Source: an optimization exercise on an open RTL-to-GDS flow (aim: small area and a short achievable clock period). Production flows keep margins and buffers that such runs may drop. Only simulation tests tie the RTL to the original design; equivalence was not proved. Power and IR drop assume default switching activity.

==> flow/design.v (excerpt) <==
module regfile_mp #(
  parameter int XLEN = 32,
  parameter int NREGS = 32,
  parameter int NRD = 2,
  parameter int NWR = 2,
  localparam int AW = $clog2(NREGS)
) (
  input  logic                 clk,
  input  logic                 reset,
  input  logic                 halt,
  output logic                 ready,
  input  logic [NWR-1:0]       wr_en,
  input  logic [NWR*AW-1:0]    wr_addr,
  input  logic [NWR*XLEN-1:0]  wr_data,
  input  logic [NRD*AW-1:0]    rd_addr,
  output logic [NRD*XLEN-1:0]  rd_data
);
  logic [4:0] lfsr_q;
  logic ready_q;
  localparam logic [4:0] LFSR_LAST = 5'b10000;
  always_ff @(posedge clk) begin
    if (reset) begin
      lfsr_q <= 5'b00001;
      ready_q <= 1'b0;
    end else begin
      lfsr_q <= {lfsr_q[3:0], lfsr_q[4] ^ lfsr_q[2]};
      ready_q <= ready_q | (lfsr_q == LFSR_LAST);
    end
  end
  assign ready = ready_q;
  logic [AW-1:0] wa [NWR];
  logic [XLEN-1:0] wd [NWR];
  for (genvar i = 0; i < NWR; i++) begin : g_wr
    assign wa[i] = wr_addr[i*AW +: AW];
    assign wd[i] = wr_data[i*XLEN +: XLEN];
  end
  logic wen, conflict;
  logic [NWR-1:0] we;
  assign wen = ready_q & ~halt;
  assign we[0] = wr_en[0] & wen & (wa[0] != '0);
  assign conflict = wr_en[0] & (wa[0] == wa[1]);
  assign we[1] = wr_en[1] & wen & (wa[1] != '0) & ~conflict;
  logic [XLEN-1:0] mem_q [1:NREGS-1];
  for (genvar r = 1; r < NREGS; r++) begin : g_reg
    logic s0, s1, h;
    logic [XLEN-1:0] d;
    assign s0 = we[0] & (wa[0] == AW'(r)) & ~reset;
    assign s1 = we[1] & (wa[1] == AW'(r)) & ~reset;
    assign h = ~reset & ~s0 & ~s1;
    regfile_mp_wsel #(.W(XLEN)) u_wsel (
      .s0(s0), .s1(s1), .h(h), .wd0(wd[0]), .wd1(wd[1]), .q(mem_q[r]), .d(d)
    );
    always_ff @(posedge clk) mem_q[r] <= d;
  end
  for (genvar j = 0; j < NRD; j++) begin : g_rd
    logic [AW-1:0] ra;
    logic hit0, hit1, hit;
    logic [NREGS-2:0] sel;
    assign ra = rd_addr[j*AW +: AW];
    logic m0, m1;
    regfile_mp_hit #(.AW(AW)) u_hit0 (.a(wa[0]), .b(ra), .en(we[0]), .hit(hit0));
    regfile_mp_hit #(.AW(AW)) u_hit1 (.a(wa[1]), .b(ra), .en(we[1]), .hit(hit1));
    regfile_mp_hit #(.AW(AW)) u_m0 (.a(wa[0]), .b(ra), .en(wr_en[0] & ~halt), .hit(m0));
    regfile_mp_hit #(.AW(AW)) u_m1 (.a(wa[1]), .b(ra), .en(wr_en[1] & ~halt), .hit(m1));
    assign hit = m0 | m1;
    for (genvar r = 1; r < NREGS; r++) begin : g_sel
      assign sel[r-1] = (ra == AW'(r));
    end
  ...
export LEC_CHECK = 0
export CAP_MARGIN = 20
export CORE_MARGIN = 2
export CORE_UTILIZATION = 40
export GPL_TIMING_DRIVEN = 1
export PLACE_DENSITY = 0.5
export SETUP_SLACK_MARGIN = 2.2
export SLEW_MARGIN = 20
export SYNTH_HIERARCHICAL = 1
export SYNTH_MINIMUM_KEEP_SIZE = 0
create_clock -name core_clock -period 5.5 [get_ports {clk}]
standard.sh (not shown) runs the stock make flow with config.mk's settings and CLKGATE_MAP_FILE= SYNTH_SCRIPT=/design/flow/synth_recipe.tcl, a recipe that flattens the netlist after the stock synthesis.
==> flow/flow/run.sh <==
#!/bin/bash
# Standard ORFS layout (the standard.sh) with these changes:
#  - the port buffers are plain buffers (sky130 buf family, which the resizer can size)
#    instead of the default delay-buffer cells;
#  - global routing derates met1/met2 more (flow/fastroute.tcl), so the detailed router has
#    room for pin access.
set -euo pipefail
export BUFFER_PORTS_ARGS="-buffer_cell sky130_fd_sc_hd__buf_2"
export FASTROUTE_TCL="$PWD/flow/fastroute.tcl"
bash standard.sh finish > standard_flow.log 2>&1
==> flow/flow/fastroute.tcl <==
# Global routing layers: met1 (cell pins and rails) and met2 are derated more so that long
# wires move up to met3/met4.
set_global_routing_layer_adjustment met1 0.45
set_global_routing_layer_adjustment met2 0.3
set_global_routing_layer_adjustment met3-$::env(MAX_ROUTING_LAYER) 0.2

set_routing_layers -clock $::env(MIN_CLK_ROUTING_LAYER)-$::env(MAX_ROUTING_LAYER)
set_routing_layers -signal $::env(MIN_ROUTING_LAYER)-$::env(MAX_ROUTING_LAYER)
Rerun with:
Settings changed: CORE_UTILIZATION 40 to 36, PLACE_DENSITY 0.5 to 0.45.
The new run completed without violations.
Via count rises slightly.
Clock power shrinks by a few percent.
Setup slack gains 0.080 ns.
Clock skew is higher by 0.0035 ns.

what the ideal ports hide:
In the flow no input, the clock included, has a driving cell. The finished layouts below were timed again as built, in two steps. Step 1, drivers: a clkbuf_16 drives clk and a buf_2 each remaining input, both assumed. Step 2 also shifts input and output timing later by t, the mid clock arrival at the registers, as if the neighbouring blocks saw the same clock. a / b / c = ideal ports / drivers / drivers and shift; a / b = the first two.
run	t, ns	slack for setup (ns)	worst slew at a driven data input, ns
the first run	0.806	0.900 / 0.767 / 0.767	0.28
the second run	0.843	0.980 / 0.853 / 0.853	0.22
After both steps setup and hold are still met in every run listed. For the first run, which loses most, drivers alone change the setup slack by -0.133 ns; drivers and shift together by -0.133 ns.
